Background: an optimization exercise with open tools, aiming at small area and a short achievable clock period. Do not read the settings as production practice. Function was checked by simulation only, so behaviour that the tests miss may differ from the original. Power and IR drop assume default switching activity.

<file path="config.mk">
export PLATFORM = sky130hd
export DESIGN_NAME = bk_mem_ctrl
export DESIGN_NICKNAME = bk_mem_ctrl
export VERILOG_FILES = /design/flow/design.v
export SDC_FILE = /design/flow/constraint.sdc
export NUM_CORES = 4
export LEC_CHECK = 0
export CAP_MARGIN = 20
export CORE_MARGIN = 2
export CORE_UTILIZATION = 40
export SLEW_MARGIN = 20
</file>
<file path="constraint.sdc">
create_clock -name core_clock -period 4.0 [get_ports {clk}]
set_input_delay 0.8000 -clock core_clock [delete_from_list [all_inputs] [get_ports {clk}]]
set_output_delay 0.8000 -clock core_clock [all_outputs]
set_load 0.01 [all_outputs]
</file>
<file path="design.v">
module bk_mem_ctrl #(
  parameter int WIDTH      = 8,
  parameter int DATA_WIDTH = 2*WIDTH,
  parameter int DEPTH      = 200
) (
  input  logic                    clk,
  input  logic                    rst_n,
  input  logic                    reqValid,
  output logic                    reqReady,
  input  logic                    reqWrite,
  input  logic [WIDTH-1:0]        reqAddr,
  input  logic [DATA_WIDTH-1:0]   reqData,
  input  logic [DATA_WIDTH/8-1:0] reqByteEn,
  output logic                    rspValid,
  input  logic                    rspReady,
  output logic [DATA_WIDTH-1:0]   rspData,
  output logic                    rspErr,
  output logic                    initDone
);
  localparam int NB = DATA_WIDTH/8;
  localparam int AW = (DEPTH > 1) ? $clog2(DEPTH) : 1;
  typedef enum logic {INIT, RUN} state_t;
  state_t                state_reg;
  logic [WIDTH-1:0]      ptr_reg;
  logic                  rsp_valid_reg;
  logic                  rsp_err_reg;
  logic                  init_done_reg;
  logic [DATA_WIDTH-1:0] rsp_data_reg;
  logic [DATA_WIDTH-1:0] mem [DEPTH];
  logic                  in_range;
  logic                  req_ready;
  logic                  accept;
  logic                  rd_acc;
  logic                  wr_acc;
  logic [AW-1:0]         waddr;
  logic [AW-1:0]         raddr;
  logic [NB-1:0]         we;
  logic [DATA_WIDTH-1:0] wdata;
  assign in_range  = {1'b0, reqAddr} < (WIDTH+1)'(DEPTH);
  assign req_ready = init_done_reg && (!rsp_valid_reg || rspReady);
  assign accept    = reqValid && req_ready;
  assign rd_acc    = accept && !reqWrite;
  assign wr_acc    = accept && reqWrite && in_range;
  assign waddr     = (state_reg == INIT) ? ptr_reg[AW-1:0] : reqAddr[AW-1:0];
  assign raddr     = reqAddr[AW-1:0];
  generate
    for (genvar gi = 0; gi < NB; gi++) begin : g_lane
      assign we[gi]           = (state_reg == INIT) || (wr_acc && reqByteEn[gi]);
      assign wdata[gi*8 +: 8] = (state_reg == INIT) ? 8'h00 : reqData[gi*8 +: 8];
    end
  endgenerate
  always_ff @(posedge clk) begin
    for (int b = 0; b < NB; b++) begin
      if (we[b]) mem[waddr][b*8 +: 8] <= wdata[b*8 +: 8];
    end
  end
  always_ff @(posedge clk or negedge rst_n) begin
    if (!rst_n) begin
      state_reg     <= INIT;
      ptr_reg       <= '0;
      rsp_valid_reg <= 1'b0;
      rsp_err_reg   <= 1'b0;
      rsp_data_reg  <= '0;
      init_done_reg <= 1'b0;
    end else begin
      case (state_reg)
        INIT: begin
          ptr_reg <= ptr_reg + 1'b1;
          if (ptr_reg == WIDTH'(DEPTH-1)) begin
            state_reg     <= RUN;
            init_done_reg <= 1'b1;
            ptr_reg       <= '0;
          end
        end
        RUN: begin
          if (rd_acc) begin
            rsp_valid_reg <= 1'b1;
            rsp_data_reg  <= in_range ? mem[raddr] : '0;
            rsp_err_reg   <= !in_range;
          end else if (rspReady) begin
            rsp_valid_reg <= 1'b0;
          end
        end
        default: state_reg <= INIT;
      endcase
    end
  end
  assign reqReady = req_ready;
  assign rspValid = rsp_valid_reg;
  assign rspData  = rsp_data_reg;
  assign rspErr   = rsp_err_reg;
  assign initDone = init_done_reg;
endmodule
</file>
<file path="run.sh">
#!/bin/bash
# synth_recipe.tcl (not shown) runs the flow's synth.tcl, then flattens the netlist and writes it again
# the make line also repeats each setting of config.mk as NAME=value (left out here)
make -C /OpenROAD-flow-scripts/flow DESIGN_CONFIG=/design/flow/config.mk WORK_HOME=/design/flow/orfs CLKGATE_MAP_FILE= SYNTH_SCRIPT=/design/flow/synth_recipe.tcl finish
</file>
==> flow_metrics.env <==
export IMPL_status="no timing/DRC/antenna violations"
export IMPL_grt_overflow=0
export IMPL_cts_resized=0
export IMPL_place_ws_ps=-301
export IMPL_cts_tree="built"
export IMPL_drc=0
export IMPL_synth_ff_type="edfxtp_1"
export IMPL_wl_mm=360
export IMPL_setup_tns_ps=0
export IMPL_die_h_um=566
export IMPL_hpwl_mm=226
export IMPL_cts_max_level=5
export IMPL_cp_arrival_ps=4090
export IMPL_drv_slew=0
export IMPL_drive_gt1_frac=0.280
export IMPL_fin_skew_ps=90.6
export IMPL_grt_pass1_vias=63891
export IMPL_maxSlewHeadroom=0.258
export IMPL_final_common_cell="edfxtp_1"
export IMPL_clockBufferDepth=4
export IMPL_drt_vias_per_instance=5.93
export IMPL_worst_slack_ps=426
export IMPL_grtUsageMet2=0.352
export IMPL_routabilityCongestion=0.884
export IMPL_leakage_nw=38.5
export IMPL_place_inst=10287
export IMPL_clockRootBuffer="clkbuf_16"
export IMPL_numCtsBuffers=332
export IMPL_worst_pin_slew_ps=1110
export IMPL_reg2reg_from="state_reg"
export IMPL_hold_path_class="in -> async"
export IMPL_max_freq_ghz=0.280
export IMPL_global_route_usage_met1=0.308
export IMPL_synth_nets=5939
export IMPL_pin_count=51
export IMPL_grt_max_degree=201
export IMPL_endpoint_kind="register"
export IMPL_grt_usage=0.224
export IMPL_clock_latency_ps=930
export IMPL_nNetsFinal=6493
export IMPL_worstSetupPathType="reg -> reg"
export IMPL_startpoint_type="register"
export IMPL_clk_pin_slew_ps=60
export IMPL_die_area_mm2=0.320
export IMPL_fp_dieW_um=566
export IMPL_p_comb_frac=0.029
export IMPL_r2r_end="mem[7][3]"
export IMPL_synthArstFlopShare=0.00867
export IMPL_initial_utilization=0.401
export IMPL_stdcell_count=10896
export IMPL_rr_worst_depth=7
export IMPL_area_delta_synth_final_pct=15.8
export IMPL_postCtsSetupRepairBufs=0
export IMPL_p_sw_w=0.0143
export IMPL_grt_pass1_wl_mm=504
export IMPL_setup_viol_count_final=0
export IMPL_avgSynthCellArea_um2=21.4
export IMPL_use_met3=0.0449
export IMPL_irDropWorstVdd_uv=365
export IMPL_ys_warn_count=1
export IMPL_power_frac_seq=0.529
export IMPL_timing_reg2reg_setup_slack_ps=430
export IMPL_layout_common_cells="edfxtp_1 (3200), mux4_2 (796), nor2_1 (444)"
export IMPL_clock_sinks=3228
export IMPL_endpoint="mem[7][3]"
export IMPL_critPathRequiredTime_ps=4510
export IMPL_rsz0062_at_grt="false"
export IMPL_rows=206
export IMPL_ctsHoldBuffers=0
export IMPL_period_share=0.893
export IMPL_antenna_found_initial=14
export IMPL_io_buffer_count=50
export IMPL_swShare=0.207
export IMPL_coreArea_mm2=0.314
export IMPL_finalHoldViolations=0
export IMPL_synth_distinct_cells=72
export IMPL_netlist_area_mm2=0.126
export IMPL_wl_per_cell_um=33.0
export IMPL_synth_edf_count=3200
export IMPL_drt_initial_drc_count=8297
export IMPL_ant_nets=0
export IMPL_dr_pass1_iters=6
export IMPL_cp_max_fo=33
export IMPL_period_minus_slack_ps=3570
export IMPL_max_cap_violations=0
export IMPL_p_int_w=0.0549
export IMPL_powerDensity_mw_per_mm2=473
export IMPL_ys_seq_area_frac=0.767
export IMPL_busiest_layer="met2"
export IMPL_dr_total_vias=64608
export IMPL_largest_reg_flops=3200
export IMPL_synth_seq_cells=3228
export IMPL_crit_start="state_reg"
export IMPL_pwr_share_clk=0.442
export IMPL_syn_inst=5907
cell usage after synthesis, types with 20 or more instances:
master / number / area, um^2
a22oi_1: 31 / 233
edfxtp_1: 3200 / 96100
buf_2: 109 / 546
nand3_1: 28 / 140
o22ai_1: 22 / 138
a211oi_1: 22 / 165
a221oi_1: 39 / 342
nor2_1: 449 / 1690
nand2_1: 253 / 950
clkbuf_1: 121 / 454
nor3_1: 24 / 120
buf_4: 35 / 263
mux2i_1: 243 / 2430
dfrtp_1: 28 / 701
mux4_2: 796 / 17900
o21ai_0: 60 / 300
o221ai_1: 32 / 280
buf_1: 21 / 78.8
a21oi_1: 74 / 370
buf_6: 42 / 473
and2_1: 28 / 175
buf_8: 20 / 300
layout make-up:
cell class,count,area [um^2]
tap,4160,5200
multi-input combinational,2311,27200
inverter,11,55.1
fill,25853,168000
timing repair buffer,577,6110
clock inverter,190,1900
antenna,12,30.0
clock buffer,407,8700
sequential,3228,96800
power by group through the flow:
stage / Clock, W / Sequential, W / Combinational, W
after floorplan: 0 / 0.0373 / 0.00113
after global placement: 0 / 0.0373 / 0.00200
after detailed placement: 0 / 0.0373 / 0.00200
after CTS: 0.0309 / 0.0366 / 0.00200
after global routing: 0.0322 / 0.0366 / 0.00206
final: 0.0305 / 0.0366 / 0.00201
worst max-delay path, cell delays in order, from the launching register on:
cell	delay [ps]
dfrtp_2	870
mux2i_1	310
nand2_1	230
nor2_1	470
buf_4	230
nand2_1	150
buf_12	240
nor2_1	690
through the flow:
stage                     hold slack (ps)  utilization  instance area [um^2]  power (W)
after floorplan                       502            -                126000     0.0384
after global placement                485        0.431                135000     0.0393
after detailed placement              487        0.431                135000     0.0393
after CTS                            55.1        0.464                146000     0.0695
after global routing                 87.0        0.464                146000     0.0708
final                                88.8        0.464                146000     0.0691
kinds of logic after synthesis:
group | after synthesis | share of synthesized area
fa+ha+maj | 1 | 0.0000992
buf+inv | 368 | 0.0181
flops | 3228 | 0.767
simple gates | 845 | 0.0275
xor+xnor | 4 | 0.000278
mux | 1060 | 0.164
compound gates | 401 | 0.0225
per-layer routing:
metal,share of wire,up-vias
li1,-,25763
met1,0.39,34779
met2,0.47,3430
met3,0.094,632
met4,0.043,4
met5,0.000072,-
worst min path at each step:
stage                           start  cells after the start  slack [ps]       endpoint
after floorplan                 rst_n                      0         500  init_done_reg
after global placement    rsp_err_reg                      2         490    rsp_err_reg
after detailed placement  rsp_err_reg                      2         490    rsp_err_reg
after CTS                       rst_n                      1          60     ptr_reg[5]
after global routing            rst_n                      1          90     ptr_reg[5]
final                           rst_n                      1          90  rsp_valid_reg

==> static timing again, ports no longer ideal <==
The flow's constraints put no driver on any port. The routed layout listed below was extracted and timed again, unchanged, in two steps.
Step 1, drivers: a clkbuf_16 drives clk and a buf_2 each remaining input, both assumed.
Step 2, shift: input delay + t, output delay - t, t = (earliest + latest rising clock arrival at the registers) / 2. This alone moves slack from input paths to output paths.
a / b / c = ideal ports / drivers / drivers and shift; a / b = the first two.
t (ns): 0.977
setup slack, ns: 0.426 / 0.426 / -0.515
worst hold slack (ns): 0.089 / 0.021 / 0.494
slew at the worst register clock pin (ns): 0.07 / 0.07
worst data-port slew with drivers (ns): 0.16
Met with ideal ports but missed after step 2: setup timing in this run. The setup slack of this run moves by 0.000 ns with the drivers and by -0.941 ns with both steps.
